What follows belongs to an exercise in optimizing a design on an open flow for small area, a short achievable clock period and few clock cycles per item; a production flow would make more cautious choices.
In this exercise RTL edits were held to simulation tests only and were not proved equivalent to the original.

Design combinatorial_sequence_generator, start of the top module:
module combinatorial_sequence_generator
#(
    parameter int MAX_ITEMS = csg_pkg::MAX_ITEMS_DEF,
    parameter int MAX_PICKS = csg_pkg::MAX_PICKS_DEF
) (
    input  logic        aclk,
    input  logic        aresetn,
    input  logic        cfg_we,
    input  logic [1:0]  cfg_index,
    input  logic [4:0]  cfg_data,
    input  logic        s_tvalid,
    output logic        s_tready,
    input  logic [39:0] s_tdata,    
    output logic        m_tvalid,
    input  logic        m_tready,
    output logic [39:0] m_tdata,    
    output logic        m_tlast,
    output logic [1:0]  m_tuser     
);
    logic [1:0]  mode_reg;
    logic [4:0]  items_reg;
    logic [3:0]  picks_reg;
    logic        cfg_dirty;     
    logic        cfg_ok;        
    logic [3:0]  nm1_reg;       
    logic [2:0]  km1;
    logic [7:0]  kmask_reg;     
    assign km1 = 3'(picks_reg - 4'd1);
    always_ff @(posedge aclk) begin
        if (!aresetn) begin
            mode_reg  <= MODE_WORDS;
            items_reg <= 5'd2;
            picks_reg <= 4'd1;
            cfg_dirty <= 1'b1;     
            cfg_ok    <= 1'b1;
            nm1_reg   <= 4'd1;
            kmask_reg <= 8'd1;
        end else begin
            if (cfg_we) begin
                unique case (cfg_index)
                    CFG_MODE:  mode_reg  <= cfg_data[1:0];
                    CFG_ITEMS: items_reg <= cfg_data;
                    CFG_PICKS: begin
                        picks_reg <= cfg_data[3:0];
                        for (int i = 0; i < 8; i++) kmask_reg[i] <= 4'(i) < cfg_data[3:0];
                    end
                    default: ;
                endcase
            end
            cfg_dirty <= cfg_we && cfg_index != 2'd3;
            if (cfg_dirty) begin
                cfg_ok <= items_reg != 0 && picks_reg != 0 &&
                          int'(items_reg) <= MAX_ITEMS && int'(picks_reg) <= MAX_PICKS &&
  ...
clock: 9.0 ns
lec_check: 0
cap_margin: 20
core_margin: 2
core_utilization: 58
cts_buf_list: sky130_fd_sc_hd__clkbuf_8 sky130_fd_sc_hd__clkbuf_16
cts_cluster_diameter: 80
cts_cluster_size: 20
slew_margin: 20
setup_slack_margin: 6
standard.sh (not shown) runs the stock make flow with config.mk's settings and CLKGATE_MAP_FILE= SYNTH_SCRIPT=/design/flow/synth_recipe.tcl, a recipe that flattens the netlist after the stock synthesis.
==> flow/flow/run.sh <==
#!/bin/bash
set -e
cd "$(dirname "$0")/.."
echo 'export SETUP_SLACK_MARGIN = 6' >> config.mk
bash standard.sh finish > standard_flow.log 2>&1
Testbench counts at the start, summed over its fixed seeds: cycles 19,104, results 17,712.
Then changed:
--- a/flow/design.v
+++ b/flow/design.v
@@ -27,17 +27,17 @@
     parameter int MAX_PICKS = csg_pkg::MAX_PICKS_DEF
 ) (
     input  logic        aclk,
     input  logic        aresetn,
     input  logic        init,        
     input  logic        adv,         
     input  logic [1:0]  mode,
     input  logic [7:0]  kmask,       
-    input  logic [3:0]  nm1,         
+    input  logic [31:0] lim,         
     output logic        wrap,        
     output logic        busy,        
     input  logic [2:0]  rd_sel,
     output logic [3:0]  rd_pos,
     input  logic        chk_en,      
     input  logic [3:0]  chk_idx,
     output logic        chk_hit      
 );
@@ -107,24 +107,17 @@
     logic       wrapc;
     logic [3:0] npos [8];
     logic [7:0] nfp;
     always_comb begin
         for (int i = 0; i < 8; i++) begin
             src[i]  = pos[i];
             sinc[i] = pinc[i];
         end
-        for (int i = 0; i < 8; i++) begin
-            if (!kmask[i])
-                cmax[i] = 1'b1;
-            else if (comblike && !lastk[i])
-                cmax[i] = src[(i + 1) % 8] == sinc[i];
-            else
-                cmax[i] = src[i] == nm1;
-        end
+        for (int i = 0; i < 8; i++) cmax[i] = !kmask[i] || src[i] == lim[4*i +: 4];
         allhi[7] = 1'b1;
         for (int i = 6; i >= 0; i--) allhi[i] = allhi[i+1] & cmax[i+1];
         for (int i = 0; i < 8; i++) sel[i] = !cmax[i] && allhi[i];
         wrapc = cmax[0] && allhi[0];
         ge[0] = 1'b0;
         for (int i = 1; i < 8; i++) ge[i] = ge[i-1] | sel[i-1];
         for (int j = 0; j < 8; j++) begin
             if (wrapc)
@@ -235,28 +228,28 @@
     output logic        m_tlast,
     output logic [1:0]  m_tuser     
 );
     logic [1:0]  mode_reg;
     logic [4:0]  items_reg;
     logic [3:0]  picks_reg;
     logic        cfg_dirty;     
     logic        cfg_ok;        
-    logic [3:0]  nm1_reg;       
+    logic [31:0] lim_reg;       
     logic [2:0]  km1;
     logic [7:0]  kmask_reg;     
     assign km1 = 3'(picks_reg - 4'd1);
     always_ff @(posedge aclk) begin
         if (!aresetn) begin
             mode_reg  <= MODE_WORDS;
             items_reg <= 5'd2;
             picks_reg <= 4'd1;
             cfg_dirty <= 1'b1;     
             cfg_ok    <= 1'b1;
-            nm1_reg   <= 4'd1;
+            lim_reg   <= {8{4'd1}};
             kmask_reg <= 8'd1;
         end else begin
             if (cfg_we) begin
                 unique case (cfg_index)
                     CFG_MODE:  mode_reg  <= cfg_data[1:0];
                     CFG_ITEMS: items_reg <= cfg_data;
                     CFG_PICKS: begin
                         picks_reg <= cfg_data[3:0];
@@ -266,17 +259,19 @@
                 endcase
             end
             cfg_dirty <= cfg_we && cfg_index != 2'd3;
             if (cfg_dirty) begin
                 cfg_ok <= items_reg != 0 && picks_reg != 0 &&
                           int'(items_reg) <= MAX_ITEMS && int'(picks_reg) <= MAX_PICKS &&
                           !((mode_reg == MODE_PERM || mode_reg == MODE_COMB) &&
                             5'(picks_reg) > items_reg);
-                nm1_reg <= 4'(items_reg - 5'd1);
+                for (int i = 0; i < 8; i++)
+                    lim_reg[4*i +: 4] <= (mode_reg == MODE_PERM || mode_reg == MODE_COMB) ?
+                                         4'(items_reg - 5'(picks_reg) + 5'(i)) : 4'(items_reg - 5'd1);
             end
         end
     end
     logic        rdy_q;         
     logic        in_v;          
     logic [1:0]  in_type;
     logic [3:0]  in_idx;
     logic        q2_v;          
@@ -357,17 +352,17 @@
             q2_v_n  = 1'b0;
             q2_wr_n = t_wr;
         end
     end
     csg_engine #(.MAX_ITEMS(MAX_ITEMS), .MAX_PICKS(MAX_PICKS)) u_engine (
         .aclk(aclk), .aresetn(aresetn),
         .init(cfg_dirty || (step_fire && is_rst)),
         .adv(step_fire && !is_rst),
-        .mode(mode_reg), .kmask(kmask_reg), .nm1(nm1_reg),
+        .mode(mode_reg), .kmask(kmask_reg), .lim(lim_reg),
         .wrap(eng_wrap), .busy(eng_busy),
         .rd_sel(cnt), .rd_pos(rd_pos),
         .chk_en(emitting), .chk_idx(in_idx), .chk_hit(chk_hit)
     );
     always_ff @(posedge aclk) begin
         if (rdy_q) in_data <= s_tdata[37:6];
         if (!aresetn) begin
             if (!(in_v && is_wr && !wr_fire)) begin
- The changed run ran to the end with no violations
- fmax rose by 1.2%
- die area rose by 1.1%
- cell count rose by about 0.4%
- register-to-register slack improved by 0.098 ns
- setup slack improved by 0.038 ns
Testbench counts after the change, summed over its fixed seeds: cycles 19,104, results 17,712.

## afterwards: timing with drivers on the ports
In the flow no input, the clock included, has a driving cell. The finished layouts below were timed again as built, in two steps. Step 1 (the two cells are an assumption about what drives the block):
set clk [get_ports {aclk}]
set_driving_cell -lib_cell sky130_fd_sc_hd__clkbuf_16 $clk
set_driving_cell -lib_cell sky130_fd_sc_hd__buf_2 [delete_from_list [all_inputs] $clk]
Step 2 times the ports against the registers' clock, not the clock port: input delays grow and output delays shrink by t, the midpoint of the rising clock arrivals with the driver on. Three values: ideal, step 1, step 2; two values: the first two.
run	shift t [ns]	setup WS [ns]	hold WS [ns]	worst setup path after step 2	pins driven straight from the clock port
the first run	0.673	5.892 / 5.883 / 5.462	0.485 / 0.485 / 0.485	input to register	1
the second run	0.676	5.930 / 5.864 / 5.481	0.478 / 0.478 / 0.478	input to register	1
After both steps every run listed still meets setup and hold. The setup slack of the second run, which loses most, moves by -0.066 ns with the drivers and by -0.449 ns with both steps.
